What follows belongs to an exercise in optimizing a design on an open flow for small area; a production flow would make more cautious choices.
Function was checked by simulation only, so behaviour that the tests miss may differ from the original.

== build 40 ==
// axis_xgmii_tx
module axis_xgmii_tx (
    input  logic        clk,
    input  logic        rst,
    input  logic [63:0] tdata_i,
    input  logic [7:0]  tkeep_i,
    input  logic        tvalid_i,
    input  logic        tlast_i,
    input  logic        tuser_i,
    output logic        tready_o,
    output logic [63:0] xgmii_d_o,
    output logic [7:0]  xgmii_c_o
);
Size: about 1200 cells after synthesis, ~150 I/O pins, roughly 13000 um^2 of cells after synthesis.
clock: 9.0 ns
lec_check: 0
cap_margin: 20
cell_pad_in_sites_detail_placement: 0
cell_pad_in_sites_global_placement: 0
core_margin: 2
core_utilization: 55
cts_buf_list: sky130_fd_sc_hd__clkbuf_8
gpl_timing_driven: 1
setup_slack_margin: 0.05
slew_margin: 20
synth_hierarchical: 1
standard.sh (not shown) runs the stock make flow with config.mk's settings and CLKGATE_MAP_FILE= SYNTH_SCRIPT=/design/flow/synth_recipe.tcl, a recipe that flattens the netlist after the stock synthesis.
==> flow/flow/run.sh <==
#!/bin/bash
# Layout: the standard flow (standard synthesis unchanged), with the input and
# output port buffers made of the smallest plain buffer cell.
set -euo pipefail
export BUFFER_PORTS_ARGS="-buffer_cell sky130_fd_sc_hd__buf_1"
bash standard.sh > standard_flow.log 2>&1
What build 74 does differently from build 40 at the input level:
- CORE_UTILIZATION changed from 55 to 60
- CELL_PAD_IN_SITES_DETAIL_PLACEMENT removed (was 0)
- GPL_TIMING_DRIVEN changed from 1 to 0
- CELL_PAD_IN_SITES_GLOBAL_PLACEMENT removed (was 0)
==> flow/flow/run.sh <==
#!/bin/bash
# Layout: the standard flow (standard synthesis unchanged), with the port buffers made of
# the smallest plain buffer and downsizing where slack allows.
set -euo pipefail
export BUFFER_PORTS_ARGS="-buffer_cell sky130_fd_sc_hd__buf_1"
export RECOVER_POWER=100
bash standard.sh > standard_flow.log 2>&1
## What came out
Compared build 74 vs build 40, and portion of the clock cycle consumed by the worst path in the final layout is up in build 74. [compare] base=build 40 new=build 74: final critical-path required period picked up an extra 230 ps, final setup TNS roughly the same, number of logic stages on the critical path including buffering lost 1, global-route usage shows an increase of 2.8 points. Compared to build 40, build 74 has layout overhead on the synthesized area 3.9 points higher. Number of standard cells in the final layout excluding fillers: build 74 vs build 40 down 61. Biggest cell delay along the critical path in build 74 is 190 ps higher than in build 40.
Relative to build 74, the following input files were edited for build 48:
- swapping 60 for 55 in CORE_UTILIZATION
- swapping 0 for 1 in GPL_TIMING_DRIVEN
==> flow/flow/run.sh <==
#!/bin/bash
# Layout: the standard flow (standard synthesis unchanged), with the input and
# output port buffers made of the smallest plain buffer cell, and timing-driven global
# placement keeping only the resizer changes made once the placement has spread out.
set -euo pipefail
export BUFFER_PORTS_ARGS="-buffer_cell sky130_fd_sc_hd__buf_1"
export GPL_KEEP_OVERFLOW=0
bash standard.sh > standard_flow.log 2>&1
Results
Taking build 74 as the reference, in build 48 area growth from synthesis to final layout moved down; cell count after placement moved up; global-route wire length before repair moved down; area occupied by multi-input gates moved down.
Input changes introduced in build 33 (baseline for comparison: build 48):
- changing GPL_TIMING_DRIVEN from 1 to 0
- changing CORE_UTILIZATION from 55 to 40
==> flow/flow/run.sh <==
#!/bin/bash
# Layout: the standard flow (standard synthesis unchanged), with the port buffers made of
# the smallest plain buffer and downsizing where slack allows.
set -euo pipefail
export BUFFER_PORTS_ARGS="-buffer_cell sky130_fd_sc_hd__buf_1"
export RECOVER_POWER=100
bash standard.sh > standard_flow.log 2>&1
Notes after the runs:
- Build 33: complete, dirty (max-capacitance violations, max-slew violations)
- A slowest stage cell on the critical path of dfxtp_1 is what build 33 shows, while xor2_1 belongs to build 48.
- Compared with build 48, in build 33 detailed-route wire length on metal 1 increased 13%; fraction of the cycle the final worst path needs decreased 0.54 points; non-clock buffer count increased 5.1%.
- Compared build 33 vs build 48, and met3 track demand over resource is down in build 33.
- Per the comparison of build 33 with build 48, first-pass iteration count of the detailed router essentially unchanged, clock-buffer cell count increased 3.
- In the flow results for build 33 and build 48, the overall global routing resource usage is larger on build 48.
- Storage element area across build 33 and build 48: no real change.

separate check: timing with driven ports:
In the flow no input, the clock included, has a driving cell. The finished layouts below were timed again as built, in two steps. Step 1: set_driving_cell puts a clkbuf_16 on clk and a buf_2 on each other input, an assumption about the parent block. Step 2, shift: input delay + t, output delay - t, t = (earliest + latest rising clock arrival at the registers) / 2. This alone moves slack from input paths to output paths. Slacks: ideal ports / drivers / drivers and shift; pairs: ideal ports / drivers.
run	t, ns	slack for setup (ns)	hold WS [ns]	clock arrival spread, ns	pins driven straight from the clock port
build 40	0.518	0.427 / 0.427 / 0.427	0.408 / 0.408 / 0.408	0.017 / 0.017	1
build 74	0.522	0.193 / 0.193 / 0.193	0.400 / 0.400 / 0.400	0.019 / 0.019	1
build 48	0.526	0.276 / 0.276 / 0.276	0.407 / 0.407 / 0.407	0.017 / 0.017	1
build 33	0.548	0.324 / 0.324 / 0.324	0.392 / 0.392 / 0.392	0.027 / 0.027	1
